From an optimization exercise on the open Yosys and OpenROAD flow, aimed at small area, a short achievable clock period and few clock cycles; shortcuts taken in it are not production practice.
In this exercise RTL edits were held to simulation tests only and were not proved equivalent to the original.
Power figures rest on the tool's default switching activity, not on a simulated workload.

$ cat flow/config.mk
export PLATFORM = sky130hd
export DESIGN_NAME = bounded_sorted_set_intersect
export DESIGN_NICKNAME = bounded_sorted_set_intersect
export VERILOG_FILES = /design/flow/design.v
export SDC_FILE = /design/flow/constraint.sdc
export NUM_CORES = 4
export LEC_CHECK = 0
export CAP_MARGIN = 20
export CORE_MARGIN = 2
export CORE_UTILIZATION = 55
export CTS_BUF_LIST = sky130_fd_sc_hd__clkbuf_4 sky130_fd_sc_hd__clkbuf_8
export SETUP_SLACK_MARGIN = 2.4
export SLEW_MARGIN = 20
$ cat flow/constraint.sdc
create_clock -name core_clock -period 5.4 [get_ports {i_clk}]
set_input_delay 1.0800 -clock core_clock [delete_from_list [all_inputs] [get_ports {i_clk}]]
set_output_delay 1.0800 -clock core_clock [all_outputs]
set_load 0.01 [all_outputs]
$ cat flow/design.v
`timescale 1ns / 1ps
`default_nettype none
package bsi_pkg;
    localparam logic [1:0] OP_PUSH_LEFT  = 2'd0;
    localparam logic [1:0] OP_PUSH_RIGHT = 2'd1;
    localparam logic [1:0] OP_RUN        = 2'd2;
    typedef struct packed {
        logic push_left;
        logic push_right;
        logic run_start;
        logic skip_adv;
        logic trim_dec;
        logic rd_trim;
        logic merge_i;
        logic merge_j;
        logic ld_elem;
        logic ld_sum;
    } t_cmd;
    typedef struct packed {
        logic j_lt_rend;
        logic i_lt_lcnt;
        logic r_lt_lo;
        logic r_gt_hi;
        logic a_lt_b;
        logic b_lt_a;
        logic out_free;
    } t_status;
endpackage
`default_nettype wire
`timescale 1ns / 1ps
`default_nettype none
module bsi_rdport (
    input  wire logic [1023:0] i_data,
    input  wire logic [4:0]    i_addr,
    output      logic [31:0]   o_data
);
    logic [31:0] sel;
    always_comb begin
        for (int k = 0; k < 32; k++) sel[k] = (i_addr == 5'(k));
        o_data = '0;
        for (int k = 0; k < 32; k++) o_data = o_data | (i_data[32*k +: 32] & {32{sel[k]}});
    end
endmodule
`default_nettype wire
`timescale 1ns / 1ps
`default_nettype none
module bsi_cmp (
    input  wire logic [31:0] i_a,
    input  wire logic [31:0] i_b,
    output      logic        o_gt,
    output      logic        o_lt
);
    logic [31:0] g1, l1, e1;
    logic [15:0] g2, l2, e2;
    logic [7:0]  g3, l3, e3;
    logic [3:0]  g4, l4, e4;
    logic [1:0]  g5, l5, e5;
    always_comb begin
        g1 = i_a & ~i_b;
        l1 = ~i_a & i_b;
        e1 = ~(i_a ^ i_b);
        for (int k = 0; k < 16; k++) begin
            g2[k] = g1[2*k+1] | (e1[2*k+1] & g1[2*k]);
            l2[k] = l1[2*k+1] | (e1[2*k+1] & l1[2*k]);
            e2[k] = e1[2*k+1] & e1[2*k];
        end
        for (int k = 0; k < 8; k++) begin
            g3[k] = g2[2*k+1] | (e2[2*k+1] & g2[2*k]);
            l3[k] = l2[2*k+1] | (e2[2*k+1] & l2[2*k]);
            e3[k] = e2[2*k+1] & e2[2*k];
        end
        for (int k = 0; k < 4; k++) begin
            g4[k] = g3[2*k+1] | (e3[2*k+1] & g3[2*k]);
            l4[k] = l3[2*k+1] | (e3[2*k+1] & l3[2*k]);
            e4[k] = e3[2*k+1] & e3[2*k];
        end
        for (int k = 0; k < 2; k++) begin
            g5[k] = g4[2*k+1] | (e4[2*k+1] & g4[2*k]);
            l5[k] = l4[2*k+1] | (e4[2*k+1] & l4[2*k]);
            e5[k] = e4[2*k+1] & e4[2*k];
        end
        o_gt = g5[1] | (e5[1] & g5[0]);
        o_lt = l5[1] | (e5[1] & l5[0]);
    end
endmodule
`default_nettype wire
`timescale 1ns / 1ps
`default_nettype none
module bounded_sorted_set_intersect #(
    parameter int LIST_DEPTH = 32,
    parameter int ID_WIDTH   = 32
) (
    input  wire logic        i_clk,
    input  wire logic        i_rst_n,
    input  wire logic        i_valid,
    output      logic        o_ready,
    input  wire logic [1:0]  i_operation,
    input  wire logic [31:0] i_value,
    input  wire logic [31:0] i_lower_bound,
    input  wire logic [31:0] i_upper_bound,
    output      logic        o_valid,
    input  wire logic        i_ready,
    output      logic [31:0] o_common_value,
    output      logic        o_is_element,
    output      logic [5:0]  o_match_count,
    output      logic        o_last
);
    localparam logic [2:0] F_IDLE  = 3'd0;
    localparam logic [2:0] F_SKIP  = 3'd1;
    localparam logic [2:0] F_TRIM  = 3'd2;
    localparam logic [2:0] F_WINIT = 3'd3;
    localparam logic [2:0] F_WALK  = 3'd4;
    localparam logic [1:0] B_BUB  = 2'd0;
    localparam logic [1:0] B_ELEM = 2'd1;
    localparam logic [1:0] B_END  = 2'd2;
    logic        r_rdy;
    logic        a_v;
    logic [1:0]  a_op;
    logic [31:0] a_val, a_lo, a_hi;
    logic        a_gt;           
    logic [31:0] lmem [32];
    logic [31:0] rmem [32];
    logic [31:0] matched;
    logic [5:0]  lcnt, rcnt;
    logic        lsorted, rsorted;
    logic [31:0] llast, rlast;
    logic [5:0]  wi, wi1, wj, wj1;
    logic        l_pend, r_pend;
    logic [31:0] hl, hr;
    logic [5:0]  mlim;           
    logic        dw, rl;         
    logic [5:0]  lim_l, lim_r;   
    logic        s_act;
    logic [5:0]  sa, sa1, send, scnt;
    logic [31:0] hs;
    logic        ms;
    logic [1:0]  bst;
    logic [31:0] hb;
    logic        mb, bl, bg;
    logic [5:0]  bidx;
    logic [31:0] s_lo, s_hi;
    logic [2:0]  fb;
    logic [5:0]  j0, rend;
    logic        sw_ok, safe, safe_l;
    logic        r_ov;
    logic [31:0] r_oval;
    logic        r_oel, r_olast;
    logic [5:0]  r_ocnt;
    logic accept, is_l, is_r, is_run, lwe, rwe;
    assign accept = i_valid && r_rdy;
    assign is_l   = a_v && (a_op == bsi_pkg::OP_PUSH_LEFT);
    assign is_r   = a_v && (a_op == bsi_pkg::OP_PUSH_RIGHT);
    assign is_run = a_v && (a_op == bsi_pkg::OP_RUN);
    assign lwe    = is_l && safe_l && !lcnt[5];
    assign rwe    = is_r && safe && !rcnt[5];
    logic fast_sw, busy, d_sw, n_sw, ep_sw, dw_done, fb_start, fb_fin;
    logic drain, hold, f_winit, f_tend;
    assign busy     = l_pend && r_pend;
    assign fast_sw  = is_run && sw_ok;
    assign d_sw     = fast_sw && busy;
    assign fb_start = is_run && (fb == F_IDLE) && !(lsorted && rsorted) && !s_act && !dw && !rl;
    assign fb_fin   = (fb == F_WALK) && !busy;
    assign n_sw     = (fast_sw && !busy) || fb_fin;
    assign ep_sw    = fast_sw || fb_fin;
    assign dw_done  = dw && !busy;
    assign drain    = is_run ? ep_sw : (is_r ? safe : (is_l ? safe_l : 1'b1));
    assign hold     = a_v && !drain;
    assign f_winit  = (fb == F_WINIT);
    logic can_step, w_lt, w_gt, adv_i, adv_j, w_match, ld_l, ld_r;
    assign can_step = ((fb == F_IDLE) || (fb == F_WALK)) && busy;
    bsi_cmp u_wcmp (.i_a(hl), .i_b(hr), .o_gt(w_gt), .o_lt(w_lt));
    assign adv_i    = can_step && !w_gt;
    assign adv_j    = can_step && !w_lt;
    assign w_match  = can_step && !w_lt && !w_gt;
    assign ld_l     = f_winit || rl || adv_i;
    assign ld_r     = f_winit || rl || adv_j;
    logic [1023:0] lflat, rflat;
    always_comb begin
        for (int k = 0; k < 32; k++) begin
            lflat[32*k +: 32] = lmem[k];
            rflat[32*k +: 32] = rmem[k];
        end
    end
    logic [31:0] l_rd, r_rd, s_rd;
    bsi_rdport u_lport (.i_data(lflat), .i_addr(wi1[4:0]), .o_data(l_rd));
    bsi_rdport u_rport (.i_data(rflat), .i_addr(wj1[4:0]), .o_data(r_rd));
    bsi_rdport u_sport (.i_data(rflat), .i_addr(sa1[4:0]), .o_data(s_rd));
    logic b_elem, b_end, b_bub, out_free;
    logic s_stop, s_need, s_sum, s_emit, k_go, move, s_start, s_go;
    assign b_elem   = (bst == B_ELEM);
    assign b_end    = (bst == B_END);
    assign b_bub    = (bst == B_BUB);
    assign out_free = !r_ov || i_ready;
    assign s_stop   = b_end || (b_elem && bg);
    assign s_need   = b_elem && !bg && mb && !bl;
    assign s_sum    = s_act && s_stop && out_free;
    assign s_emit   = s_act && s_need && out_free;
    assign k_go     = b_bub || (b_elem && bl);
    assign move     = (s_act && !s_stop && (!s_need || out_free))
                   || ((fb == F_SKIP) && k_go)
                   || ((fb == F_TRIM) && !b_end);
    assign s_go     = n_sw || dw_done;
    assign s_start  = s_go || fb_start;
    assign f_tend   = (fb == F_TRIM) && b_end;
    logic h_lt_lo, h_gt_hi, h_unused0, h_unused1;
    bsi_cmp u_locmp (.i_a(hs), .i_b(s_lo), .o_gt(h_unused0), .o_lt(h_lt_lo));
    bsi_cmp u_hicmp (.i_a(hs), .i_b(s_hi), .o_gt(h_gt_hi), .o_lt(h_unused1));
    logic [5:0] lcnt_n, rcnt_n, wi_n, wj_n, sa_n, rend_n;
    logic       s_act_n, l_pend_n, r_pend_n, lsorted_n, rsorted_n, dw_n, rl_n;
    logic [2:0] fb_n;
    logic       a_v_n, sw_ok_n, safe_n, safe_l_n, dr_n, rdy_n;
    logic [1:0] op_n;
    logic       lp_h, lp_a, rp_h, rp_a;
    always_comb begin
        lcnt_n    = ep_sw ? 6'd0 : (lcnt + {5'd0, lwe});
        rcnt_n    = ep_sw ? 6'd0 : (rcnt + {5'd0, rwe});
        lsorted_n = ep_sw || (lsorted && !(lwe && (lcnt != 6'd0) && !a_gt));
        rsorted_n = ep_sw || (rsorted && !(rwe && (rcnt != 6'd0) && !a_gt));
        if (n_sw || dw_done || f_winit) wi_n = 6'd0;
        else if (adv_i)                 wi_n = wi1;
        else                            wi_n = wi;
        if (n_sw || dw_done)            wj_n = 6'd0;
        else if (f_winit)               wj_n = j0;
        else if (adv_j)                 wj_n = wj1;
        else                            wj_n = wj;
        fb_n = fb;
        case (fb)
            F_IDLE:  if (fb_start) fb_n = F_SKIP;
            F_SKIP:  if (!k_go) fb_n = F_TRIM;
            F_TRIM:  if (b_end) fb_n = F_WINIT;
            F_WINIT: fb_n = F_WALK;
            F_WALK:  if (fb_fin) fb_n = F_IDLE;
            default: fb_n = F_IDLE;
        endcase
        rend_n = rend;
        if (fb == F_SKIP && !k_go) rend_n = bidx;
        if (fb == F_TRIM && b_elem && !bg) rend_n = bidx + 6'd1;
        if (dw) begin
            lp_h = wi  < lim_l;
            lp_a = wi1 < lim_l;
            rp_h = wj  < lim_r;
            rp_a = wj1 < lim_r;
        end else begin
            lp_h = lwe ? (wi  <= lcnt) : (wi  < lcnt);
            lp_a = lwe ? (wi1 <= lcnt) : (wi1 < lcnt);
            if (fb == F_WALK) begin
                rp_h = wj  < rend;
                rp_a = wj1 < rend;
            end else begin
                rp_h = rwe ? (wj  <= rcnt) : (wj  < rcnt);
                rp_a = rwe ? (wj1 <= rcnt) : (wj1 < rcnt);
            end
        end
        if (n_sw || dw_done) begin
            l_pend_n = 1'b0;
            r_pend_n = 1'b0;
        end else if (f_winit) begin
            l_pend_n = (lcnt != 6'd0);
            r_pend_n = (j0 < rend);
        end else if (!can_step) begin
            l_pend_n = lp_h;
            r_pend_n = rp_h;
        end else begin
            l_pend_n = w_gt ? lp_h : lp_a;
            r_pend_n = w_lt ? rp_h : rp_a;
        end
        dw_n    = dw ? !dw_done : d_sw;
        rl_n    = dw_done;
        s_act_n = s_go || (s_act && !s_sum);
        sa_n    = s_start ? 6'd0 : (move ? sa1 : sa);
        sw_ok_n = (fb_n == F_IDLE) && lsorted_n && rsorted_n && !s_act_n && !dw_n && !rl_n;
        if (dw_n)                   safe_n = 1'b0;
        else if (s_go || !s_act_n)  safe_n = 1'b1;
        else if (move)              safe_n = rwe ? (rcnt < sa1) : (rcnt <= sa1);
        else                        safe_n = rwe ? (rcnt < sa) : (rcnt <= sa);
        if (!dw_n || d_sw)          safe_l_n = 1'b1;
        else                        safe_l_n = lwe ? (lcnt < wi) : (lcnt <= wi);
        a_v_n = accept || hold;
        op_n  = accept ? i_operation : a_op;
        case (op_n)
            bsi_pkg::OP_RUN:        dr_n = sw_ok_n;
            bsi_pkg::OP_PUSH_RIGHT: dr_n = safe_n;
            bsi_pkg::OP_PUSH_LEFT:  dr_n = safe_l_n;
            default:                dr_n = 1'b1;
        endcase
        rdy_n = !a_v_n || dr_n;
    end
    logic [31:0] last_eff;
    logic        in_gt, in_unused;
    assign last_eff = i_operation[0] ? (rwe ? a_val : rlast) : (lwe ? a_val : llast);
    bsi_cmp u_ocmp (.i_a(i_value), .i_b(last_eff), .o_gt(in_gt), .o_lt(in_unused));
    always_ff @(posedge i_clk) begin
        if (accept) begin
            a_op  <= i_operation;
            a_val <= i_value;
            a_lo  <= i_lower_bound;
            a_hi  <= i_upper_bound;
            a_gt  <= in_gt;
        end
        if (lwe) begin
            lmem[lcnt[4:0]] <= a_val;
            llast <= a_val;
        end
        if (rwe) begin
            rmem[rcnt[4:0]] <= a_val;
            rlast <= a_val;
        end
        if (ld_l) hl <= (!dw && lwe && (lcnt == wi1)) ? a_val : l_rd;
        else if (!dw && lwe && (lcnt == wi)) hl <= a_val;
        if (ld_r) hr <= (!dw && rwe && (rcnt == wj1)) ? a_val : r_rd;
        else if (!dw && rwe && (rcnt == wj)) hr <= a_val;
        if (n_sw) begin
            wi1 <= 6'd1;
            wj1 <= 6'd1;
        end else if (dw_done) begin
            wi1 <= 6'd0;
            wj1 <= 6'd0;
        end else if (f_tend) begin
            wi1 <= 6'd0;
            wj1 <= j0;
        end else begin
            if (ld_l) wi1 <= wi1 + 6'd1;
            if (ld_r) wj1 <= wj1 + 6'd1;
        end
        if (d_sw) begin
            lim_l <= lcnt;
            lim_r <= rcnt;
        end
        if (f_winit) begin
            matched <= '0;
        end else begin
            if (rwe) matched[rcnt[4:0]] <= 1'b0;
            if (w_match) matched[wj[4:0]] <= 1'b1;
        end
        if (s_start) begin
            hs <= rmem[0];
            ms <= matched[0];
        end else if (move) begin
            hs <= s_rd;
            ms <= matched[sa1[4:0]];
        end
        if (move) begin
            hb   <= hs;
            mb   <= ms;
            bl   <= h_lt_lo;
            bg   <= h_gt_hi;
            bidx <= sa;
        end
        if (s_start) sa1 <= 6'd1;
        else if (move) sa1 <= sa1 + 6'd1;
        if (fast_sw || fb_start) begin
            s_lo <= a_lo;
            s_hi <= a_hi;
        end else if (fb_fin) begin
            s_lo <= '0;
            s_hi <= '1;
        end
        if (fb_start) send <= rcnt;
        else if (s_go) send <= mlim;
        if (fb == F_SKIP && !k_go) j0 <= bidx;
        rend <= rend_n;
        if (s_emit) begin
            r_oval  <= hb;
            r_oel   <= 1'b1;
            r_olast <= 1'b0;
            r_ocnt  <= '0;
        end else if (s_sum) begin
            r_oval  <= '0;
            r_oel   <= 1'b0;
            r_olast <= 1'b1;
            r_ocnt  <= scnt;
        end
        if (!i_rst_n) begin
            r_rdy   <= 1'b1;
            a_v     <= 1'b0;
            lcnt    <= '0;
            rcnt    <= '0;
            lsorted <= 1'b1;
            rsorted <= 1'b1;
            wi      <= '0;
            wj      <= '0;
            wi1     <= 6'd1;
            wj1     <= 6'd1;
            mlim    <= '0;
            l_pend  <= 1'b0;
            r_pend  <= 1'b0;
            dw      <= 1'b0;
            rl      <= 1'b0;
            s_act   <= 1'b0;
            sa      <= '0;
            bst     <= B_BUB;
            scnt    <= '0;
            fb      <= F_IDLE;
            sw_ok   <= 1'b1;
            safe    <= 1'b1;
            safe_l  <= 1'b1;
            r_ov    <= 1'b0;
        end else begin
            r_rdy   <= rdy_n;
            a_v     <= a_v_n;
            lcnt    <= lcnt_n;
            rcnt    <= rcnt_n;
            lsorted <= lsorted_n;
            rsorted <= rsorted_n;
            wi      <= wi_n;
            wj      <= wj_n;
            l_pend  <= l_pend_n;
            r_pend  <= r_pend_n;
            dw      <= dw_n;
            rl      <= rl_n;
            s_act   <= s_act_n;
            sa      <= sa_n;
            fb      <= fb_n;
            sw_ok   <= sw_ok_n;
            safe    <= safe_n;
            safe_l  <= safe_l_n;
            if (n_sw || dw_done || f_winit) mlim <= 6'd0;
            else if (w_match) mlim <= wj1;
            if (s_start) bst <= B_BUB;
            else if (move) bst <= (sa < send) ? B_ELEM : B_END;
            if (s_go) scnt <= '0;
            else if (s_emit) scnt <= scnt + 6'd1;
            if (s_emit || s_sum) r_ov <= 1'b1;
            else if (i_ready) r_ov <= 1'b0;
        end
    end
    assign o_ready        = r_rdy;
    assign o_valid        = r_ov;
    assign o_common_value = r_oval;
    assign o_is_element   = r_oel;
    assign o_match_count  = r_ocnt;
    assign o_last         = r_olast;
endmodule
`default_nettype wire
$ cat flow/run.sh
#!/bin/bash
# synth_recipe.tcl (not shown) runs the flow's synth.tcl, then flattens the netlist and writes it again
# the make line also repeats each setting of config.mk as NAME=value (left out here)
make -C /OpenROAD-flow-scripts/flow DESIGN_CONFIG=/design/flow/config.mk WORK_HOME=/design/flow/orfs CLKGATE_MAP_FILE= SYNTH_SCRIPT=/design/flow/synth_recipe.tcl finish
==> results of run 1 <==
-- what timing repair did --
action,4_1_cts,5_1_grt
gates cloned,8,4
pin swaps,75,59
setup endpoints to repair,2123,627
gates resized for setup,299,141
setup buffers,162,68
-- cell type report --
type                       count  area (um^2)
clock buffer                 540         6782
sequential                  2593        76070
antenna                       24        60.06
multi-input combinational   3608        28810
tap                         2511         3142
fill                       13480        65610
timing repair buffer         721         7291
clock inverter               200         1230
inverter                     202        790.8
-- power groups by stage --
stage	clock network [mW]	logic [mW]	registers, mW
CTS	16.7	4.66	22.8
floorplan	0	2.33	23.1
detailed placement	0	4.45	23.2
global placement	0	4.40	23.2
global route	17.6	5.42	22.8
finish	16.7	5.37	22.8
-- cells by family after synthesis --
logic type	synth area share (%)
mux	1.163
xor+xnor	0.2425
buf+inv	2.262
flops	72.58
simple gates	6.362
compound gates	14.25
fa+ha+maj	3.142
-- per-layer routing --
metal  wire length [um]  up-vias  share of wire [%]
li1                   -    29710                  -
met5                667        -               0.15
met1             156100    38430                 35
met4              28610       30                6.5
met3              85050     2019                 19
met2             171700     8544                 39
-- worst register-to-register path: stages, from the launching register on --
cell,delay [ns]
dfxtp_4,0.37
or3b_4,0.40
or2_4,0.30
buf_12,0.17
buf_12,0.17
nand2_1,0.07
nand2_1,0.06
mux2i_1,0.15
ha_1,0.26
and4_1,0.23
a221o_1,0.31
a221oi_2,0.22
o21ai_1,0.10
a41o_1,0.24
a211o_1,0.26
-- per-stage QoR --
stage | hold slack (ns) | power (mW)
after floorplan | 0.4003 | 25.44
after global placement | 0.4281 | 27.58
after detailed placement | 0.4309 | 27.63
after CTS | 0.4467 | 44.14
after global routing | 0.4548 | 45.79
final | 0.4428 | 44.90
-- cells in the final DEF, fill, tap and decap left out, types with 32 or more instances in the layout --
| cell type | count |
|---|---|
| nand2_1 | 281 |
| a221oi_1 | 173 |
| clkbuf_8 | 439 |
| buf_4 | 417 |
| o31ai_1 | 36 |
| edfxtp_1 | 2409 |
| buf_12 | 85 |
| nor3_1 | 38 |
| clkbuf_4 | 105 |
| a222oi_1 | 192 |
| a22oi_1 | 886 |
| dlygate4sd2_1 | 42 |
| inv_1 | 191 |
| clkinv_2 | 65 |
| clkinv_1 | 114 |
| a22o_1 | 181 |
| nor2_4 | 140 |
| buf_6 | 48 |
| a21oi_1 | 125 |
| and2_1 | 39 |
| dfxtp_1 | 164 |
| mux2i_1 | 43 |
| nor2b_1 | 48 |
| a21o_1 | 64 |
| o21ai_0 | 105 |
| mux2_4 | 32 |
| ha_1 | 240 |
| clkdlybuf4s50_1 | 100 |
| nand3_1 | 65 |
| o211ai_1 | 39 |
| nor2_1 | 91 |
| nand4_1 | 318 |
| or2_2 | 35 |
-- worst paths after layout --
path / start / end / slack (ns) / cells after the start
worst max-delay path: rcnt[5]$_SDFF_PP0_ / a_gt$_DFFE_PP_ / 1.90 / 14
worst min-delay path: r_olast$_SDFFE_PP0P_ / r_olast$_SDFFE_PP0P_ / 0.44 / 2
worst max register to register: rcnt[5]$_SDFF_PP0_ / a_gt$_DFFE_PP_ / 1.90 / 14
worst min register to register: r_olast$_SDFFE_PP0P_ / r_olast$_SDFFE_PP0P_ / 0.44 / 2
==> reports/qor.csv, run 1 <==
metric,value,unit
status,finished clean,
Fin. Hold Viols,0,
I/O Buffers,143,
"count leader, synth",edfxtp_1,
area grow syn2layout,18.54,%
placed inst area,111900,um^2
worst path cell trace,or3b_4 > or2_4 > buf_12 > buf_12 > nand2_1 > nand2_1 > mux2i_1 > ha_1 > and4_1 > a221o_1 > a221oi_2 > o21ai_1 > a41o_1 > a211o_1,
io pins,144,
Pre-antenna DRT Iters,30,
Clk pwr share,37.3,%
Starting Density,55.19,%
Die H,440.4,um
DRC Markers,0,
Leakage,41.86,nW
Root Driver,clkbuf_8,
Worst Path Arrival,4.36,ns
drt initial violations,19000,
via/cell ratio,7.572,
Setup TNS,0,ns
Async SR Flop Fraction,0,%
"Min Clock Period, post-route",3.501,ns
register area share after synthesis,72.58,%
logic gate share of total power,12.0,%
clock-pin slew on the worst setup and hold paths,0.06,ns
Synth Net Count,7159,
sinks on the clock net,2593,
net switching power figure,11.88,mW
most used routing layer,met1,
CP required,6.26,ns
ys flop type,edfxtp_1,
HPWL Detailed,247500,um
Final setup violation count,0,
period utilization,64.83,%
GR Layer Usage met3,23.09,%
top cell type's share of synthesized area,69.06,%
post-synthesis instance area,104700,um^2
std cell rows,160,
final core occ,65.43,%
Synth cell types,84,
top post-synthesis cells by area,"edfxtp_1, a22oi_1, dfxtp_1, ha_1, nand4_1",
CTS buffer count,422,
Critical Path Source Type,flip-flop,
GR Layer Usage met2,58.57,%
Max H-tree Level,5,
# placed instances,9392,
Crit path max-delay family,compound AO/OA/AOI/OAI gates,
largest net degree at the start of global routing,69,
CP max stage delay,0.40,ns
cell taking the most area after synthesis,edfxtp_1,
grt total ovfl,0,
syn_area_per_cell,15.42,um^2
top post-synthesis cells by count,"edfxtp_1, a22oi_1, nand4_1",
share of post-route cells with drive strength above 1,21.25,%
P_int,33.02,mW
GRT Util Overall,44.39,%
NumNets Final,7913,
WP buf/inv,2,
fin cells,10400,
Post-synth EDFFs,2409,
relative slew slack,22.79,%
Min-Delay Path Class,reg -> reg,
Die Wd,440.4,um
CP Max Fanout,9,
unrepaired setup endpoints after global routing,true,
post-route cell area,124200,um^2
Yosys warnings,3,
slew of the pin with the lowest slew margin,1.158,ns
Setup CP Type,reg -> reg,
f_max,285.7,MHz
power per standard cell area,361.6,nW/um^2
Critical Path End Type,flip-flop,
Clock Latency Late Sink,1.14,ns
number of global-route vias before repair,71820,
Crit-path slowest cell,or3b_4,
routed wire length,442100,um
first-pass GRT wire length,586700,um
Flop pwr share,50.8,%
clk_skew,0.07693,ns
DR vias,78740,
DRT antenna net count,0,
final RePlAce weighted congestion,0.9838,
CTS Hold Bufs,0,
met1 usage in global routing,60.18,%
fin. max-slew vios,0,
CTS tree,built,
CTS Buffer Depth,4,
Place WS,1.386,ns
Post-Syn Instances,6794,
initial antenna violation count,23,
Synth Register Bits,2593,
Core Area,189800,um^2
drt wl/cell,42.52,um
Switching Fraction,26.46,%
slack of the critical path,1.899,ns
Max-Cap Viols,0,
"IR drop worst, VDD",0.4424,mV
die area,194000,um^2
Testbench counts, summed over its fixed seeds: cycles 13,159.
==> run 2, diff against run 1 <==
--- a/flow/design.v
+++ b/flow/design.v
@@ -29,21 +29,6 @@
 `default_nettype wire
 `timescale 1ns / 1ps
 `default_nettype none
-module bsi_rdport (
-    input  wire logic [1023:0] i_data,
-    input  wire logic [4:0]    i_addr,
-    output      logic [31:0]   o_data
-);
-    logic [31:0] sel;
-    always_comb begin
-        for (int k = 0; k < 32; k++) sel[k] = (i_addr == 5'(k));
-        o_data = '0;
-        for (int k = 0; k < 32; k++) o_data = o_data | (i_data[32*k +: 32] & {32{sel[k]}});
-    end
-endmodule
-`default_nettype wire
-`timescale 1ns / 1ps
-`default_nettype none
 module bsi_cmp (
     input  wire logic [31:0] i_a,
     input  wire logic [31:0] i_b,
@@ -116,8 +101,7 @@
     logic        r_rdy;
     logic        a_v;
     logic [1:0]  a_op;
-    logic [31:0] a_val, a_lo, a_hi;
-    logic        a_gt;           
+    logic [31:0] a_val, a_hi;       
     logic [31:0] lmem [32];
     logic [31:0] rmem [32];
     logic [31:0] matched;
@@ -133,7 +117,7 @@
     logic        s_act;
     logic [5:0]  sa, sa1, send, scnt;
     logic [31:0] hs;
-    logic        ms;
+    logic        ms, a_ok;        
     logic [1:0]  bst;
     logic [31:0] hb;
     logic        mb, bl, bg;
@@ -174,17 +158,15 @@
     assign w_match  = can_step && !w_lt && !w_gt;
     assign ld_l     = f_winit || rl || adv_i;
     assign ld_r     = f_winit || rl || adv_j;
-    logic [1023:0] lflat, rflat;
-    always_comb begin
-        for (int k = 0; k < 32; k++) begin
-            lflat[32*k +: 32] = lmem[k];
-            rflat[32*k +: 32] = rmem[k];
-        end
-    end
+    logic hl_w0, hl_w1, hr_w0, hr_w1;
+    assign hl_w0 = !dw && lwe && (lcnt == wi);
+    assign hl_w1 = !dw && lwe && (lcnt == wi1);
+    assign hr_w0 = !dw && rwe && (rcnt == wj);
+    assign hr_w1 = !dw && rwe && (rcnt == wj1);
     logic [31:0] l_rd, r_rd, s_rd;
-    bsi_rdport u_lport (.i_data(lflat), .i_addr(wi1[4:0]), .o_data(l_rd));
-    bsi_rdport u_rport (.i_data(rflat), .i_addr(wj1[4:0]), .o_data(r_rd));
-    bsi_rdport u_sport (.i_data(rflat), .i_addr(sa1[4:0]), .o_data(s_rd));
+    assign l_rd = lmem[wi1[4:0]];
+    assign r_rd = rmem[wj1[4:0]];
+    assign s_rd = rmem[sa1[4:0]];
     logic b_elem, b_end, b_bub, out_free;
     logic s_stop, s_need, s_sum, s_emit, k_go, move, s_start, s_go;
     assign b_elem   = (bst == B_ELEM);
@@ -196,10 +178,10 @@
     assign s_sum    = s_act && s_stop && out_free;
     assign s_emit   = s_act && s_need && out_free;
     assign k_go     = b_bub || (b_elem && bl);
-    assign move     = (s_act && !s_stop && (!s_need || out_free))
+    assign move     = (s_act && !s_stop && (!s_need || out_free) && (!dw || (sa1 < wj)))
                    || ((fb == F_SKIP) && k_go)
                    || ((fb == F_TRIM) && !b_end);
-    assign s_go     = n_sw || dw_done;
+    assign s_go     = n_sw || d_sw;
     assign s_start  = s_go || fb_start;
     assign f_tend   = (fb == F_TRIM) && b_end;
     logic h_lt_lo, h_gt_hi, h_unused0, h_unused1;
@@ -211,6 +193,8 @@
     logic       a_v_n, sw_ok_n, safe_n, safe_l_n, dr_n, rdy_n;
     logic [1:0] op_n;
     logic       lp_h, lp_a, rp_h, rp_a;
+    logic a_gt, a_unused;
+    bsi_cmp u_ocmp (.i_a(a_val), .i_b(a_op[0] ? rlast : llast), .o_gt(a_gt), .o_lt(a_unused));
     always_comb begin
         lcnt_n    = ep_sw ? 6'd0 : (lcnt + {5'd0, lwe});
         rcnt_n    = ep_sw ? 6'd0 : (rcnt + {5'd0, rwe});
@@ -269,10 +253,10 @@
         s_act_n = s_go || (s_act && !s_sum);
         sa_n    = s_start ? 6'd0 : (move ? sa1 : sa);
         sw_ok_n = (fb_n == F_IDLE) && lsorted_n && rsorted_n && !s_act_n && !dw_n && !rl_n;
-        if (dw_n)                   safe_n = 1'b0;
-        else if (s_go || !s_act_n)  safe_n = 1'b1;
+        if (!s_act_n || n_sw)       safe_n = 1'b1;
+        else if (d_sw)              safe_n = 1'b0;
         else if (move)              safe_n = rwe ? (rcnt < sa1) : (rcnt <= sa1);
-        else                        safe_n = rwe ? (rcnt < sa) : (rcnt <= sa);
+        else                        safe_n = rwe ? (rcnt + 6'd1 < sa1) : (rcnt < sa1);
         if (!dw_n || d_sw)          safe_l_n = 1'b1;
         else                        safe_l_n = lwe ? (lcnt < wi) : (lcnt <= wi);
         a_v_n = accept || hold;
@@ -285,17 +269,11 @@
         endcase
         rdy_n = !a_v_n || dr_n;
     end
-    logic [31:0] last_eff;
-    logic        in_gt, in_unused;
-    assign last_eff = i_operation[0] ? (rwe ? a_val : rlast) : (lwe ? a_val : llast);
-    bsi_cmp u_ocmp (.i_a(i_value), .i_b(last_eff), .o_gt(in_gt), .o_lt(in_unused));
     always_ff @(posedge i_clk) begin
         if (accept) begin
             a_op  <= i_operation;
-            a_val <= i_value;
-            a_lo  <= i_lower_bound;
+            a_val <= (i_operation == bsi_pkg::OP_RUN) ? i_lower_bound : i_value;
             a_hi  <= i_upper_bound;
-            a_gt  <= in_gt;
         end
         if (lwe) begin
             lmem[lcnt[4:0]] <= a_val;
@@ -305,10 +283,8 @@
             rmem[rcnt[4:0]] <= a_val;
             rlast <= a_val;
         end
-        if (ld_l) hl <= (!dw && lwe && (lcnt == wi1)) ? a_val : l_rd;
-        else if (!dw && lwe && (lcnt == wi)) hl <= a_val;
-        if (ld_r) hr <= (!dw && rwe && (rcnt == wj1)) ? a_val : r_rd;
-        else if (!dw && rwe && (rcnt == wj)) hr <= a_val;
+        if (ld_l || hl_w0) hl <= (hl_w1 || (hl_w0 && !f_winit && !rl)) ? a_val : l_rd;
+        if (ld_r || hr_w0) hr <= (hr_w1 || (hr_w0 && !f_winit && !rl)) ? a_val : r_rd;
         if (n_sw) begin
             wi1 <= 6'd1;
             wj1 <= 6'd1;
@@ -332,7 +308,7 @@
             if (rwe) matched[rcnt[4:0]] <= 1'b0;
             if (w_match) matched[wj[4:0]] <= 1'b1;
         end
-        if (s_start) begin
+        if (n_sw || fb_start) begin
             hs <= rmem[0];
             ms <= matched[0];
         end else if (move) begin
@@ -346,17 +322,21 @@
             bg   <= h_gt_hi;
             bidx <= sa;
         end
-        if (s_start) sa1 <= 6'd1;
+        if (n_sw || fb_start) sa1 <= 6'd1;
+        else if (d_sw) sa1 <= 6'd0;
         else if (move) sa1 <= sa1 + 6'd1;
+        if (n_sw || fb_start || move) a_ok <= 1'b1;
+        else if (d_sw) a_ok <= 1'b0;
         if (fast_sw || fb_start) begin
-            s_lo <= a_lo;
+            s_lo <= a_val;
             s_hi <= a_hi;
         end else if (fb_fin) begin
             s_lo <= '0;
             s_hi <= '1;
         end
         if (fb_start) send <= rcnt;
-        else if (s_go) send <= mlim;
+        else if (d_sw) send <= rcnt;
+        else if (n_sw || dw_done) send <= mlim;
         if (fb == F_SKIP && !k_go) j0 <= bidx;
         rend <= rend_n;
         if (s_emit) begin
@@ -417,7 +397,7 @@
             if (n_sw || dw_done || f_winit) mlim <= 6'd0;
             else if (w_match) mlim <= wj1;
             if (s_start) bst <= B_BUB;
-            else if (move) bst <= (sa < send) ? B_ELEM : B_END;
+            else if (move) bst <= !a_ok ? B_BUB : ((sa < send) ? B_ELEM : B_END);
             if (s_go) scnt <= '0;
             else if (s_emit) scnt <= scnt + 6'd1;
             if (s_emit || s_sum) r_ov <= 1'b1;
--- a/flow/config.mk
+++ b/flow/config.mk
@@ -7,7 +7,7 @@
 export LEC_CHECK = 0
 export CAP_MARGIN = 20
 export CORE_MARGIN = 2
-export CORE_UTILIZATION = 55
+export CORE_UTILIZATION = 50
 export CTS_BUF_LIST = sky130_fd_sc_hd__clkbuf_4 sky130_fd_sc_hd__clkbuf_8
 export SETUP_SLACK_MARGIN = 2.4
 export SLEW_MARGIN = 20
==> run 2 against run 1 <==
Global-route usage shrank 16 points. Hold slack lost 0.017 ns. Final area grew 3.1%. Core utilization shrank 7.7 points. Clock skew shrank 0.0026 ns. Clock power is essentially flat. First-iteration DRC count shrank 61%. Non-clock buffer count shrank 229. Sequential cell count shrank 32. Critical path depth shrank 5. Register-to-register slack gained 0.49 ns. Maximum frequency grew 16%. Largest cell class unchanged.
==> reports/qor.csv, run 2 <==
metric,value,unit,change
power per standard cell area,358.1,nW/um^2,was 361.6 nW/um^2
"Min Clock Period, post-route",3.009,ns,was 3.501 ns
std cell rows,173,,was 160
share of post-route cells with drive strength above 1,33.70,%,was 21.25%
Hold EP,mb$_DFFE_PP_,,was r_olast$_SDFFE_PP0P_
area grow syn2layout,15.15,%,was 18.54%
drt initial violations,7418,,was 19000
Max-Cap Viols,0,,unchanged
R2R setup slack,2.39,ns,was 1.90 ns
RR Endpoint,lmem[13][12]$_DFFE_PP_,,was a_gt$_DFFE_PP_
number of global-route vias before repair,61030,,was 71820
via/cell ratio,6.328,,was 7.572
"count leader, synth",edfxtp_1,,unchanged
Setup CP Type,reg -> reg,,unchanged
f_max,332.3,MHz,was 285.7 MHz
Clock Latency Late Sink,1.09,ns,was 1.14 ns
Root Driver,clkbuf_8,,unchanged
CTS Buffer Depth,4,,unchanged
Critical Path Source Type,flip-flop,,unchanged
period utilization,55.73,%,was 64.83%
post-synthesis instance area,111200,um^2,was 104700 um^2
Setup TNS,0,ns,unchanged
cell taking the most area after synthesis,edfxtp_1,,unchanged
Synth cell types,75,,was 84
Core Area,221700,um^2,was 189800 um^2
CTS buffer count,428,,was 422
relative slew slack,9.799,%,was 22.79%
Max H-tree Level,5,,unchanged
Post-Syn Instances,5669,,was 6794
Min-Delay Path Depth,0,,was 2
r2r worst-path depth,9,,was 14
Final setup violation count,0,,unchanged
Post-synth EDFFs,2440,,was 2409
most frequent cells in the layout,"edfxtp_1, mux4_2, clkbuf_8, ha_1, buf_4",,"was edfxtp_1, a22oi_1, clkbuf_8, buf_4, nand4_1"
Reg area,75760,um^2,was 76070 um^2
Die H,475.6,um,was 440.4 um
io pins,144,,unchanged
HPWL Detailed,177600,um,was 247500 um
syn_area_per_cell,19.61,um^2,was 15.42 um^2
Synth Net Count,6024,,was 7159
ys flop type,edfxtp_1,,unchanged
routed wire length,316100,um,was 442100 um
Fin. Hold Viols,0,,unchanged
clk_skew,0.07434,ns,was 0.07693 ns
I/O Buffers,143,,unchanged
Leakage,42.71,nW,was 41.86 nW
initial antenna violation count,11,,was 23
status,finished clean,,unchanged
DRC Markers,0,,unchanged
largest net degree at the start of global routing,135,,was 69
CTS tree,built,,unchanged
unrepaired setup endpoints after global routing,true,,unchanged
first-pass GRT wire length,446800,um,was 586700 um
top cell type's share of synthesized area,65.90,%,was 69.06%
Hold Path Origin,ms$_DFFE_PP_,,was r_olast$_SDFFE_PP0P_
sinks on the clock net,2561,,was 2593
grt total ovfl,0,,unchanged
CP Max Fanout,32,,was 9
Yosys warnings,2,,was 3
top post-synthesis cells by count,"edfxtp_1, mux4_2, ha_1",,"was edfxtp_1, a22oi_1, nand4_1"
final RePlAce weighted congestion,0.8503,,was 0.9838
Fill cells,16570,,was 13480
DR vias,60720,,was 78740
Worst Path Arrival,3.66,ns,was 4.36 ns
Die Wd,475.6,um,was 440.4 um
register area share after synthesis,68.07,%,was 72.58%
multi-input logic area,34540,um^2,was 28810 um^2
Pre-antenna DRT Iters,6,,was 30
drt wl/cell,32.94,um,was 42.52 um
clock-pin slew on the worst setup and hold paths,0.06,ns,about the same
CP required,6.06,ns,was 6.26 ns
Critical Path End Type,flip-flop,,unchanged
DRT antenna net count,0,,unchanged
fin. max-slew vios,0,,unchanged
GRT Util Overall,27.93,%,was 44.39%
Starting Density,50.16,%,was 55.19%
Design Power,45.85,mW,was 44.90 mW
Synth Register Bits,2561,,was 2593
Min-Delay Path Class,reg -> reg,,unchanged
top post-synthesis cells by area,"edfxtp_1, mux4_2, ha_1, dfxtp_1, mux2i_1",,"was edfxtp_1, a22oi_1, dfxtp_1, ha_1, nand4_1"
"commonest non-fill, non-tap cell in the layout",edfxtp_1,,unchanged
RR Startpoint,a_op[0]$_DFF_P_,,was rcnt[5]$_SDFF_PP0_
NumNets Final,6652,,was 7913
die area,226200,um^2,was 194000 um^2
Async SR Flop Fraction,0,%,unchanged
slew of the pin with the lowest slew margin,1.353,ns,was 1.158 ns
"IR drop worst, VDD",0.3872,mV,was 0.4424 mV
CP startpoint,a_op[0]$_DFF_P_,,was rcnt[5]$_SDFF_PP0_
==> run 2: changes by cell type after synthesis, moves of 28 or more <==
cell,change
edfxtp_1,+31
nand4_1,-288
a222oi_1,-192
mux4_2,+960
o31ai_1,-35
o211ai_1,-28
mux2i_1,+110
clkbuf_1,-94
a221oi_1,-180
a22o_1,-181
dfxtp_1,-63
a22oi_1,-886
nor3_1,-48
nand2_1,-116
==> run 2: per-layer routing <==
metal | vias to the layer above | routed length [um] | global-route usage, %
met5 | - | 52 | 0
met4 | 8 | 8633 | 8.079
met3 | 549 | 25760 | 4.568
met2 | 2940 | 155600 | 45.79
met1 | 32380 | 126000 | 38.94
li1 | 24840 | - | -
==> run 2: logic make-up after synthesis <==
family                     count (synthesis)  synth area share, %
DFF                                     2561                68.07
xor gates and xnor gates                  36               0.2836
buffers and inverters                    503                1.769
AOI/OAI and AO/OA                        464                2.631
and+or+nand+nor                          687                2.945
muxes                                   1165                21.45
adders and majority gates                253                2.847
==> run 2: worst max-delay path: stages, from the launching register on <==
cell and delay, ns:
dfxtp_4 0.41, inv_1 0.12, nand2_1 0.09, nor2_2 0.30
nand2_1 0.24, clkinv_1 0.29, nand3_1 0.13, buf_4 0.24
nor2_4 0.12, buf_4 0.58
==> run 2: how the worst max path moves through the flow <==
stage	to	cells after the start
finish	lmem[13][12]$_DFFE_PP_	9
global route	hl[29]$_DFFE_PP_	12
CTS	hl[24]$_DFFE_PP_	11
detailed placement	mlim[5]$_SDFFE_PP0P_	9
global placement	mlim[4]$_SDFFE_PP0P_	8
floorplan	rmem[13][0]$_DFFE_PP_	7
==> run 2: what timing repair did <==
| item | CTS | global route |
|---|---|---|
| setup buffers | 107 | 24 |
| endpoints found under the hold margin | 0 | 0 |
| setup endpoints to repair | 1923 | 811 |
| pin swaps | 30 | 20 |
| hold buffers | 0 | 0 |
| gates cloned | 11 | 8 |
| resized for setup | 165 | 55 |
==> run 2: per-stage QoR <==
| step | area (um^2) | utilization (%) | setup slack [ns] | cells | hold slack [ns] |
|---|---|---|---|---|---|
| finish | 128000 | 57.77 | 2.391 | 9596 | 0.4254 |
| global route | 128000 | 57.77 | 2.317 | 9596 | 0.4345 |
| CTS | 127500 | 57.51 | 2.260 | 9560 | 0.4282 |
| detailed placement | 117600 | 53.06 | 0.9307 | 8692 | 0.4203 |
| global placement | 117600 | 53.06 | 0.8904 | 8692 | 0.4015 |
| floorplan | 111200 | - | 1.790 | 5669 | 0.4003 |
==> run 2: where the power goes <==
| part | switching (mW) | internal (mW) | total, mW |
|---|---|---|---|
| Combinational | 3.70 | 3.26 | 6.96 |
| Sequential | 0.251 | 22.2 | 22.4 |
| Clock | 7.70 | 8.76 | 16.5 |
==> run 2: layout make-up <==
class	count	area share [%]
sequential	2561	59.17
multi-input combinational	2614	26.98
clock buffer	583	5.558
timing repair buffer	492	4.101
tap	2975	2.907
clock inverter	167	0.6879
inverter	200	0.5941
antenna	4	0.007818
Testbench counts of run 2, summed over its fixed seeds: cycles 12,978.
==> run 3, diff against run 2 <==
--- a/flow/config.mk
+++ b/flow/config.mk
@@ -8,6 +8,8 @@
 export CAP_MARGIN = 20
 export CORE_MARGIN = 2
 export CORE_UTILIZATION = 50
-export CTS_BUF_LIST = sky130_fd_sc_hd__clkbuf_4 sky130_fd_sc_hd__clkbuf_8
+export CTS_BUF_LIST = sky130_fd_sc_hd__clkbuf_4 sky130_fd_sc_hd__clkbuf_8 sky130_fd_sc_hd__clkbuf_16
+export CTS_CLUSTER_DIAMETER = 100
+export CTS_CLUSTER_SIZE = 30
 export SETUP_SLACK_MARGIN = 2.4
 export SLEW_MARGIN = 20
==> run 3 against run 2 <==
Via count is 3.9% lower. Clock-buffer cell count is 466 lower. Wire length is 2.2% lower. Sequential power hardly changed. Global-route usage is 0.64 points lower. Final area is 3.6% lower. Combinational power hardly changed. Critical path depth is 4 higher. Die area stayed put. First-iteration DRC count is 2.5% higher. Critical path type unchanged. Clock skew is 0.028 ns lower. Cell count is 6.1% lower.
==> reports/qor.csv, run 3 <==
metric,value,unit,change
slew of the pin with the lowest slew margin,1.382,ns,was 1.353 ns
Final setup violation count,0,,unchanged
CTS Buffer Depth,3,,was 4
GRT Util Overall,27.29,%,was 27.93%
grt total ovfl,0,,unchanged
via/cell ratio,6.476,,was 6.328
std cell rows,173,,unchanged
period utilization,58.97,%,was 55.73%
DRT antenna net count,0,,unchanged
Die H,475.6,um,unchanged
Clk pwr share,25.8,%,was 35.9%
Max-Cap Viols,0,,unchanged
sinks on the clock net,2561,,unchanged
relative slew slack,7.879,%,was 9.799%
placed inst area,117600,um^2,unchanged
Fin. Hold Viols,0,,unchanged
"Min Clock Period, post-route",3.184,ns,was 3.009 ns
I/O Buffers,143,,unchanged
simple-gate share of the synthesized area,2.945,%,unchanged
syn_area_per_cell,19.61,um^2,unchanged
Crit-path slowest cell,edfxtp_1,,was buf_4
die area,226200,um^2,unchanged
Synth cell types,75,,unchanged
Compound-Gate Fraction of Synth Area,2.631,%,unchanged
CTS tree,built,,unchanged
Clock Latency Late Sink,0.83,ns,was 1.09 ns
Critical Path Source Type,flip-flop,,unchanged
fin cells,9011,,was 9596
"count leader, synth",edfxtp_1,,unchanged
drt initial violations,7602,,was 7418
status,finished clean,,unchanged
fin. max-slew vios,0,,unchanged
CTS Hold Bufs,0,,unchanged
HPWL Detailed,177600,um,unchanged
top cell type's share of synthesized area,65.90,%,unchanged
# placed instances,8692,,unchanged
DRC Markers,0,,unchanged
final RePlAce weighted congestion,0.8503,,unchanged
Async SR Flop Fraction,0,%,unchanged
Worst Path Arrival,3.71,ns,was 3.66 ns
"IR drop worst, VDD",0.3722,mV,was 0.3872 mV
share of post-route cells with drive strength above 1,29.12,%,was 33.70%
mux cell area share after synthesis,21.45,%,unchanged
Post-Synth Adder-Cell Area,2.847,%,unchanged
post-synthesis instance area,111200,um^2,unchanged
WP buf/inv,5,,was 4
Leakage,39.90,nW,was 42.71 nW
net switching power figure,10.19,mW,was 11.65 mW
DR vias,58360,,was 60720
Core Area,221700,um^2,unchanged
CP required,5.92,ns,was 6.06 ns
final core occ,55.69,%,was 57.77%
P_int,29.34,mW,was 34.20 mW
cell taking the most area after synthesis,edfxtp_1,,unchanged
NumNets Final,6330,,was 6652
f_max,314.0,MHz,was 332.3 MHz
most frequent cells in the layout,"edfxtp_1, mux4_2, ha_1, buf_4, inv_1",,"was edfxtp_1, mux4_2, clkbuf_8, ha_1, buf_4"
routed wire length,309000,um,was 316100 um
"commonest non-fill, non-tap cell in the layout",edfxtp_1,,unchanged
first-pass GRT wire length,436500,um,was 446800 um
Setup CP Type,reg -> reg,,unchanged
clk_skew,0.04637,ns,was 0.07434 ns
initial antenna violation count,15,,was 11
CTS buffer count,105,,was 428
number of global-route vias before repair,57920,,was 61030
ys flop type,edfxtp_1,,unchanged
Root Driver,clkbuf_16,,was clkbuf_8
Synth Register Bits,2561,,unchanged
top post-synthesis cells by area,"edfxtp_1, mux4_2, ha_1, dfxtp_1, mux2i_1",,unchanged
Synth Net Count,6024,,unchanged
Setup TNS,0,ns,unchanged
CP max stage delay,0.47,ns,was 0.58 ns
Switching Fraction,25.79,%,was 25.41%
Flop pwr share,56.6,%,was 48.9%
logic gate share of total power,17.6,%,was 15.2%
Starting Density,50.16,%,unchanged
unrepaired setup endpoints after global routing,true,,unchanged
Pre-antenna DRT Iters,6,,unchanged
xor-xnor portion of the synthesized cell area,0.2836,%,unchanged
worst path cell trace,ha_4 > and4_4 > and3_4 > a2111oi_4 > o211ai_1 > a21oi_4 > buf_6 > buf_6 > nor2_4 > o21ai_4 > buf_12 > buf_12 > buf_16,,was inv_1 > nand2_1 > nor2_2 > nand2_1 > clkinv_1 > nand3_1 > buf_4 > nor2_4 > buf_4
drt wl/cell,34.30,um,was 32.94 um
register area share after synthesis,68.07,%,unchanged
Critical Path End Type,flip-flop,,unchanged
Die Wd,475.6,um,unchanged
io pins,144,,unchanged
largest family of logic cells by synthesized area,multiplexers,,unchanged
Post-Syn Instances,5669,,unchanged
Post-synth EDFFs,2440,,unchanged
Yosys warnings,2,,unchanged
Design Power,39.54,mW,was 45.85 mW
area grow syn2layout,11.02,%,was 15.15%
Max H-tree Level,3,,was 5
Min-Delay Path Class,reg -> reg,,unchanged
top post-synthesis cells by count,"edfxtp_1, mux4_2, ha_1",,unchanged
Crit path max-delay family,compound AO/OA/AOI/OAI gates,,was buffers and inverters
power per standard cell area,320.3,nW/um^2,was 358.1 nW/um^2
largest net degree at the start of global routing,135,,unchanged
clock-pin slew on the worst setup and hold paths,0.11,ns,was 0.06 ns
CP Max Fanout,8,,was 32
post-route cell area,123400,um^2,was 128000 um^2
-- run 3: cell counts after synthesis --
Identical to the previous run, type by type.
-- run 3: logic make-up (layout without fill, tap and decap cells) --
family,Yosys count,count (layout)
DFF,2561,2561
muxes,1165,1165
and+or+nand+nor,687,695
buffers and inverters,503,857
AOI/OAI and AO/OA,464,464
adders and majority gates,253,253
xor gates and xnor gates,36,36
other,0,5
-- run 3: path summary, 6_finish.rpt --
path	startpoint	to	slack (ns)	cells past startpoint
max	hr[28]$_DFFE_PP_	hr[31]$_DFFE_PP_	2.22	13
min	ms$_DFFE_PP_	mb$_DFFE_PP_	0.43	0
min reg2reg	ms$_DFFE_PP_	mb$_DFFE_PP_	0.43	0
max reg2reg	hr[28]$_DFFE_PP_	hr[31]$_DFFE_PP_	2.22	13
-- run 3: power by group through the flow --
| stage | Clock, mW | Combinational, mW | Sequential, mW |
|---|---|---|---|
| floorplan | 0 | 4.46 | 22.8 |
| global placement | 0 | 6.59 | 22.9 |
| detailed placement | 0 | 6.62 | 22.9 |
| CTS | 10.4 | 6.89 | 22.4 |
| global route | 11.0 | 7.35 | 22.4 |
| finish | 10.2 | 6.94 | 22.4 |
-- run 3: routing by layer --
layer / part of all wire [%] / global-route usage, % / vias to the layer above / routed length, um
met2: 50 / 45.75 / 2444 / 154100
met1: 40 / 38.90 / 31650 / 124400
met3: 7.7 / 3.560 / 335 / 23750
li1: - / - / 23920 / -
met4: 2.2 / 5.198 / 10 / 6730
met5: 0.020 / 0 / - / 61
-- run 3: cell type report --
cell class	count	area, um^2
timing repair buffer	494	5361
fill	16760	98210
multi-input combinational	2613	34540
inverter	200	760.7
clock inverter	46	520.5
clock buffer	117	2770
tap	2975	3722
sequential	2561	75750
antenna	5	12.51
-- run 3: through the flow --
step           hold slack, ns  setup WS (ns)
2_1_floorplan          0.4003          1.790
3_3_place_gp           0.4015         0.8904
3_5_place_dp           0.4203         0.9307
4_1_cts                0.4376          2.322
5_1_grt                0.4479          2.253
6_report               0.4344          2.216
-- run 3: worst register-to-register path: stages (launching register included) --
cell	delay (ns)
edfxtp_1	0.47
ha_4	0.27
and4_4	0.19
and3_4	0.19
a2111oi_4	0.45
o211ai_1	0.22
a21oi_4	0.28
buf_6	0.14
buf_6	0.09
nor2_4	0.05
o21ai_4	0.11
buf_12	0.17
buf_12	0.13
buf_16	0.14
-- run 3: what timing repair did --
action,in CTS,in global routing
hold endpoints to repair,0,0
pin swaps,32,26
buffers inserted,102,29
endpoints found under the setup margin,1882,775
gates resized for setup,109,69
gates cloned,12,8
==> run 4, diff against run 3 <==
--- a/flow/config.mk
+++ b/flow/config.mk
@@ -9,7 +9,7 @@
 export CORE_MARGIN = 2
 export CORE_UTILIZATION = 50
 export CTS_BUF_LIST = sky130_fd_sc_hd__clkbuf_4 sky130_fd_sc_hd__clkbuf_8 sky130_fd_sc_hd__clkbuf_16
-export CTS_CLUSTER_DIAMETER = 100
-export CTS_CLUSTER_SIZE = 30
-export SETUP_SLACK_MARGIN = 2.4
+export CTS_CLUSTER_DIAMETER = 80
+export CTS_CLUSTER_SIZE = 20
+export SETUP_SLACK_MARGIN = 2.6
 export SLEW_MARGIN = 20
==> run 4 against run 3 <==
Sequential power about the same. Hold slack improved by 0.016 ns. Cell count increased by 0.73%. Maximum frequency increased by 11%. Power rose by 5.9%. Combinational power up 8.4%. Clock power increased by 17%. First-iteration DRC count fell by 1.4%. Critical path type unchanged.
==> reports/qor.csv, run 4 <==
metric,value,unit,change
first-pass GRT wire length,445400,um,was 436500 um
most frequent cells in the layout,"edfxtp_1, mux4_2, ha_1, buf_4, inv_1",,unchanged
DRT antenna net count,0,,unchanged
Post-synth EDFFs,2440,,unchanged
Synth Register Bits,2561,,unchanged
HPWL Detailed,177500,um,was 177600 um
share of post-route cells with drive strength above 1,31.01,%,was 29.12%
Fill cells,16610,,was 16760
Yosys warnings,2,,unchanged
grt total ovfl,0,,unchanged
DRC Markers,0,,unchanged
Synth Net Count,6024,,unchanged
Die H,475.6,um,unchanged
CP Max Fanout,5,,was 8
routed wire length,318200,um,was 309000 um
top post-synthesis cells by count,"edfxtp_1, mux4_2, ha_1",,unchanged
number of global-route vias before repair,58880,,was 57920
CP startpoint,hr[25]$_DFFE_PP_,,was hr[28]$_DFFE_PP_
syn_area_per_cell,19.61,um^2,unchanged
relative slew slack,25.98,%,was 7.879%
RR Startpoint,hr[25]$_DFFE_PP_,,was hr[28]$_DFFE_PP_
cell taking the most area after synthesis,edfxtp_1,,unchanged
io pins,144,,unchanged
Root Driver,clkbuf_16,,unchanged
Hold Path Origin,r_oel$_SDFFE_PP1P_,,was ms$_DFFE_PP_
I/O Buffers,143,,unchanged
drt wl/cell,35.06,um,was 34.30 um
final RePlAce weighted congestion,0.8498,,was 0.8503
Starting Density,50.16,%,unchanged
die area,226200,um^2,unchanged
initial antenna violation count,10,,was 15
Post-Syn Instances,5669,,unchanged
f_max,347.2,MHz,was 314.0 MHz
Max H-tree Level,4,,was 3
clk_skew,0.03971,ns,was 0.04637 ns
"Min Clock Period, post-route",2.880,ns,was 3.184 ns
CP required,6.16,ns,was 5.92 ns
slew of the pin with the lowest slew margin,1.110,ns,was 1.382 ns
Final setup violation count,0,,unchanged
period utilization,53.34,%,was 58.97%
status,finished clean,,unchanged
sinks on the clock net,2561,,unchanged
Core Area,221700,um^2,unchanged
std cell rows,173,,unchanged
multi-input logic area,35110,um^2,was 34540 um^2
routed metal-1 wirelength,127000,um,was 124400 um
top post-synthesis cells by area,"edfxtp_1, mux4_2, ha_1, dfxtp_1, mux2i_1",,unchanged
Worst Path Arrival,3.64,ns,was 3.71 ns
Pre-antenna DRT Iters,6,,unchanged
DR vias,59290,,was 58360
Leakage,41.05,nW,was 39.90 nW
met3 wire len,24370,um,was 23750 um
fin. max-slew vios,0,,unchanged
CTS tree,built,,unchanged
"commonest non-fill, non-tap cell in the layout",edfxtp_1,,unchanged
clock-pin slew on the worst setup and hold paths,0.08,ns,was 0.11 ns
Reg area,75760,um^2,was 75750 um^2
Clock Latency Late Sink,0.84,ns,was 0.83 ns
Max-Cap Viols,0,,unchanged
drt initial violations,7493,,was 7602
CTS Hold Bufs,0,,unchanged
Synth cell types,75,,unchanged
Die Wd,475.6,um,unchanged
power per standard cell area,332.8,nW/um^2,was 320.3 nW/um^2
Design Power,41.85,mW,was 39.54 mW
top layer in use,met5,,unchanged
via/cell ratio,6.532,,was 6.476
Fin. Hold Viols,0,,unchanged
"IR drop worst, VDD",0.2901,mV,was 0.3722 mV
Setup TNS,0,ns,unchanged
top cell type's share of synthesized area,65.90,%,unchanged
ys flop type,edfxtp_1,,unchanged
CTS Buffer Depth,3,,unchanged
metal2 WL,156700,um,was 154100 um
Async SR Flop Fraction,0,%,unchanged
area grow syn2layout,13.12,%,was 11.02%
largest net degree at the start of global routing,71,,was 135
Setup CP Type,reg -> reg,,unchanged
Critical Path End Type,flip-flop,,unchanged
CTS buffer count,152,,was 105
final core occ,56.74,%,was 55.69%
unrepaired setup endpoints after global routing,true,,unchanged
Min-Delay Path Class,reg -> reg,,unchanged
NumNets Final,6403,,was 6330
"count leader, synth",edfxtp_1,,unchanged
GRT Util Overall,28.11,%,was 27.29%
register area share after synthesis,68.07,%,unchanged
Critical Path Source Type,flip-flop,,unchanged
post-synthesis instance area,111200,um^2,unchanged
-- run 4: cell counts after synthesis --
No cell type changed its count.
-- run 4: routing by layer --
layer / vias up / global-route usage, %
met1: 32030 / 39.65
met3: 423 / 3.917
met5: - / 0
met2: 2724 / 46.07
li1: 24120 / -
met4: 4 / 8.150
-- run 4: final cells by class --
class,instances,area share (%)
flip-flops and latches,2561,60.23
multi-input cells,2619,27.92
repair buffers,512,4.790
clock buffers,174,3.226
well taps,2975,2.959
inverters,200,0.6237
clock inverters,30,0.2348
repair inverters,2,0.01094
diodes,4,0.007958
-- run 4: path summary, 6_finish.rpt --
kind | endpoint | cells after the start | slack, ns
worst max register to register | r_pend$_SDFF_PP0_ | 11 | 2.52
worst min register to register | r_oel$_SDFFE_PP1P_ | 1 | 0.45
worst max-delay path | r_pend$_SDFF_PP0_ | 11 | 2.52
worst min-delay path | r_oel$_SDFFE_PP1P_ | 1 | 0.45
-- run 4: cells by family after synthesis --
| kind of cell | after synthesis | share of synthesized area (%) |
|---|---|---|
| AOI/OAI and AO/OA | 464 | 2.631 |
| xor gates and xnor gates | 36 | 0.2836 |
| adders and majority gates | 253 | 2.847 |
| buffers and inverters | 503 | 1.769 |
| DFF | 2561 | 68.07 |
| muxes | 1165 | 21.45 |
| and+or+nand+nor | 687 | 2.945 |
-- run 4: critical path, stage by stage, from the launching register on --
cell and delay, ns:
edfxtp_1 0.47, ha_1 0.32, and3_4 0.19, and3_4 0.16, a2111oi_4 0.30, o211ai_1 0.15
a21oi_2 0.20, buf_6 0.16, buf_8 0.13, mux2_4 0.30, a221o_1 0.29, a21oi_1 0.12
-- run 4: through the flow --
step	std cells	hold WS [ns]	setup WS, ns	area (um^2)
5_1_grt	9076	0.4638	2.465	125800
2_1_floorplan	5669	0.4003	2.314	111600
6_report	9077	0.4504	2.520	125800
3_3_place_gp	8674	0.4023	1.367	117500
3_5_place_dp	8674	0.4195	1.360	117500
4_1_cts	9031	0.4508	2.532	124900
-- run 4: timing repair --
item / CTS / global route
endpoints found under the setup margin: 2354 / 570
pin swaps: 48 / 25
gates resized for setup: 276 / 104
buffers inserted: 118 / 32
gates cloned: 35 / 9
-- run 4: power by group --
| group | internal (mW) | leakage [nW] | switching, mW |
|---|---|---|---|
| combinational | 3.59 | 15.8 | 3.93 |
| sequential | 22.1 | 23.1 | 0.275 |
| clock | 5.44 | 2.15 | 6.48 |
==> run 5, diff against run 4 <==
--- a/flow/design.v
+++ b/flow/design.v
@@ -130,13 +130,13 @@
     logic [31:0] r_oval;
     logic        r_oel, r_olast;
     logic [5:0]  r_ocnt;
-    logic accept, is_l, is_r, is_run, lwe, rwe;
+    logic accept, is_l, is_r, is_run, lwe, rwe, r_lwe, r_rwe;
     assign accept = i_valid && r_rdy;
     assign is_l   = a_v && (a_op == bsi_pkg::OP_PUSH_LEFT);
     assign is_r   = a_v && (a_op == bsi_pkg::OP_PUSH_RIGHT);
     assign is_run = a_v && (a_op == bsi_pkg::OP_RUN);
-    assign lwe    = is_l && safe_l && !lcnt[5];
-    assign rwe    = is_r && safe && !rcnt[5];
+    assign lwe    = r_lwe;
+    assign rwe    = r_rwe;
     logic fast_sw, busy, d_sw, n_sw, ep_sw, dw_done, fb_start, fb_fin;
     logic drain, hold, f_winit, f_tend;
     assign busy     = l_pend && r_pend;
@@ -190,7 +190,7 @@
     logic [5:0] lcnt_n, rcnt_n, wi_n, wj_n, sa_n, rend_n;
     logic       s_act_n, l_pend_n, r_pend_n, lsorted_n, rsorted_n, dw_n, rl_n;
     logic [2:0] fb_n;
-    logic       a_v_n, sw_ok_n, safe_n, safe_l_n, dr_n, rdy_n;
+    logic       a_v_n, sw_ok_n, safe_n, safe_l_n, dr_n, rdy_n, lwe_n, rwe_n;
     logic [1:0] op_n;
     logic       lp_h, lp_a, rp_h, rp_a;
     logic a_gt, a_unused;
@@ -268,6 +268,8 @@
             default:                dr_n = 1'b1;
         endcase
         rdy_n = !a_v_n || dr_n;
+        lwe_n = a_v_n && (op_n == bsi_pkg::OP_PUSH_LEFT) && safe_l_n && !lcnt_n[5];
+        rwe_n = a_v_n && (op_n == bsi_pkg::OP_PUSH_RIGHT) && safe_n && !rcnt_n[5];
     end
     always_ff @(posedge i_clk) begin
         if (accept) begin
@@ -352,6 +354,8 @@
         end
         if (!i_rst_n) begin
             r_rdy   <= 1'b1;
+            r_lwe   <= 1'b0;
+            r_rwe   <= 1'b0;
             a_v     <= 1'b0;
             lcnt    <= '0;
             rcnt    <= '0;
@@ -377,6 +381,8 @@
             r_ov    <= 1'b0;
         end else begin
             r_rdy   <= rdy_n;
+            r_lwe   <= lwe_n;
+            r_rwe   <= rwe_n;
             a_v     <= a_v_n;
             lcnt    <= lcnt_n;
             rcnt    <= rcnt_n;
==> run 5 against run 4 <==
Maximum frequency is 8.1% lower. Clock skew shrank 0.0087 ns. Power hardly changed. Final area fell by 0.26%. Area after synthesis about the same. Worst setup slack worse by 0.25 ns. Critical path depth grew 2. Sequential cell count rose by 2. Global-route usage decreased by 0.29 points. Non-clock buffer count rose by 12. Sequential share of layout area is 0.20 points higher. Register-to-register slack got worse by 0.25 ns.
==> reports/qor.csv, run 5 <==
metric,value,unit,change
status,finished clean,,unchanged
"commonest non-fill, non-tap cell in the layout",edfxtp_1,,unchanged
"Min Clock Period, post-route",3.134,ns,was 2.880 ns
DRT antenna net count,0,,unchanged
drt wl/cell,34.40,um,was 35.06 um
register area share after synthesis,68.17,%,was 68.07%
Setup TNS,0,ns,unchanged
CP Capture Point,hr[16]$_DFFE_PP_,,was r_pend$_SDFF_PP0_
syn_area_per_cell,19.40,um^2,was 19.61 um^2
"IR drop worst, VDD",0.3495,mV,was 0.2901 mV
top cell type's share of synthesized area,65.95,%,was 65.90%
R2R setup slack,2.27,ns,was 2.52 ns
Synth Net Count,6083,,was 6024
Fin. Hold Viols,0,,unchanged
Yosys warnings,2,,unchanged
slew of the pin with the lowest slew margin,1.018,ns,was 1.110 ns
CP Max Fanout,8,,was 5
Final setup violation count,0,,unchanged
post-route cell area,125500,um^2,was 125800 um^2
share of post-route cells with drive strength above 1,30.40,%,was 31.01%
RR Endpoint,hr[16]$_DFFE_PP_,,was r_pend$_SDFF_PP0_
"count leader, synth",edfxtp_1,,unchanged
CP required,6.00,ns,was 6.16 ns
power per standard cell area,333.4,nW/um^2,was 332.8 nW/um^2
drt initial violations,7390,,was 7493
Worst Path Arrival,3.73,ns,was 3.64 ns
initial antenna violation count,14,,was 10
ys flop type,edfxtp_1,,unchanged
Fill cells,16720,,was 16610
clock-pin slew on the worst setup and hold paths,0.08,ns,about the same
sinks on the clock net,2563,,was 2561
Max H-tree Level,4,,unchanged
post-synthesis instance area,111100,um^2,was 111200 um^2
Post-Syn Instances,5727,,was 5669
unrepaired setup endpoints after global routing,true,,unchanged
clk_skew,0.03099,ns,was 0.03971 ns
# placed instances,8747,,was 8674
routed wire length,314800,um,was 318200 um
Max-Cap Viols,0,,unchanged
top post-synthesis cells by count,"edfxtp_1, mux4_2, nor2_1",,"was edfxtp_1, mux4_2, ha_1"
CTS tree,built,,unchanged
f_max,319.1,MHz,was 347.2 MHz
Die H,475.4,um,was 475.6 um
Async SR Flop Fraction,0,%,unchanged
largest net degree at the start of global routing,84,,was 71
NumNets Final,6459,,was 6403
Pre-antenna DRT Iters,5,,was 6
fin cells,9152,,was 9077
I/O Buffers,143,,unchanged
most frequent cells in the layout,"edfxtp_1, mux4_2, buf_4, ha_1, nand2_1",,"was edfxtp_1, mux4_2, ha_1, buf_4, inv_1"
HPWL Detailed,184000,um,was 177500 um
Min-Delay Path Class,reg -> reg,,unchanged
CTS buffer count,153,,was 152
Synth cell types,84,,was 75
Starting Density,50.12,%,was 50.16%
RR Startpoint,hr[6]$_DFFE_PP_,,was hr[25]$_DFFE_PP_
Leakage,40.91,nW,was 41.05 nW
r2r worst-path depth,13,,was 11
final RePlAce weighted congestion,0.8542,,was 0.8498
first-pass GRT wire length,442600,um,was 445400 um
DR vias,59250,,was 59290
area grow syn2layout,12.93,%,was 13.12%
Die Wd,475.4,um,was 475.6 um
Setup CP Type,reg -> reg,,unchanged
relative slew slack,32.14,%,was 25.98%
CTS Buffer Depth,3,,unchanged
GRT Util Overall,27.81,%,was 28.11%
Core Area,221700,um^2,unchanged
period utilization,58.04,%,was 53.34%
fin. max-slew vios,0,,unchanged
top post-synthesis cells by area,"edfxtp_1, mux4_2, ha_1, dfxtp_1, nor2_1",,"was edfxtp_1, mux4_2, ha_1, dfxtp_1, mux2i_1"
run 5: changes by cell type in the layout (fill, tap and decap cells not counted), sizes merged, moves of 30 or more:
cell	change
mux2i	-58
nand2	+50
nand2b	+36
a31oi	+65
nor2	+53
o21ai	-32
and2	+30
run 5: through the flow:
step | util (%) | worst slack (ns)
3_3_place_gp | 52.99 | 1.448
4_1_cts | 56.10 | 2.300
6_report | 56.60 | 2.266
3_5_place_dp | 53.01 | 1.550
2_1_floorplan | - | 1.944
5_1_grt | 56.60 | 2.267
run 5: cells by family after synthesis:
| family | synth area share (%) |
|---|---|
| flops | 68.17 |
| mux | 20.92 |
| simple gates | 3.470 |
| buf+inv | 1.826 |
| compound gates | 2.434 |
| fa+ha+maj | 2.861 |
| xor+xnor | 0.3232 |
run 5: worst min path at each step:
stage | cells after the start | startpoint | to
4_1_cts | 0 | ms$_DFFE_PP_ | mb$_DFFE_PP_
6_report | 0 | ms$_DFFE_PP_ | mb$_DFFE_PP_
3_5_place_dp | 0 | ms$_DFFE_PP_ | mb$_DFFE_PP_
2_1_floorplan | 0 | ms$_DFFE_PP_ | mb$_DFFE_PP_
3_3_place_gp | 0 | ms$_DFFE_PP_ | mb$_DFFE_PP_
5_1_grt | 0 | ms$_DFFE_PP_ | mb$_DFFE_PP_
run 5: critical path: stages (launching register included):
cell	delay, ns
edfxtp_1	0.53
ha_4	0.33
nand4_1	0.22
nor4_4	0.29
o2111ai_2	0.26
a31oi_4	0.28
a211oi_2	0.07
buf_6	0.15
buf_6	0.11
nor2_4	0.11
o21ai_4	0.08
buf_12	0.15
buf_16	0.15
buf_8	0.13
run 5: routing by layer:
layer / up-vias / track usage [%] / routed length [um]
met5: - / 0 / 38
met4: 6 / 8.012 / 9656
li1: 24230 / - / -
met2: 2777 / 45.52 / 153700
met3: 456 / 4.060 / 26020
met1: 31780 / 39.26 / 125400
run 5: layout make-up:
class	count	area, um^2	area share (%)
Multi-Input combinational cell	2663	34900	27.82
Tap cell	2975	3722	2.967
Clock inverter	32	354.1	0.2822
Antenna cell	6	15.01	0.01197
Inverter	198	774.5	0.6173
Clock buffer	191	4190	3.340
Timing Repair Buffer	524	5685	4.532
Sequential cell	2563	75810	60.43
run 5: what timing repair did:
item	in CTS	in global routing
pin swaps	59	51
gates resized for setup	213	138
hold buffers	0	0
cloned	19	5
setup endpoints to repair	1368	394
buffers inserted	105	46
run 5: power breakdown:
| part | internal, mW | switching, mW |
|---|---|---|
| registers | 22.2 | 0.194 |
| logic | 3.28 | 3.96 |
| clock network | 5.69 | 6.53 |
| total | 31.1 | 10.7 |
Testbench counts of run 5, summed over its fixed seeds: cycles 12,978.

Check on run 5: ideal ports give 2.266 ns setup slack; a clkbuf_16 on the clock port and buf_2 on the inputs give 2.266 ns; moving port delays by the midpoint clock arrival (0.915 ns) as well gives 2.017 ns.
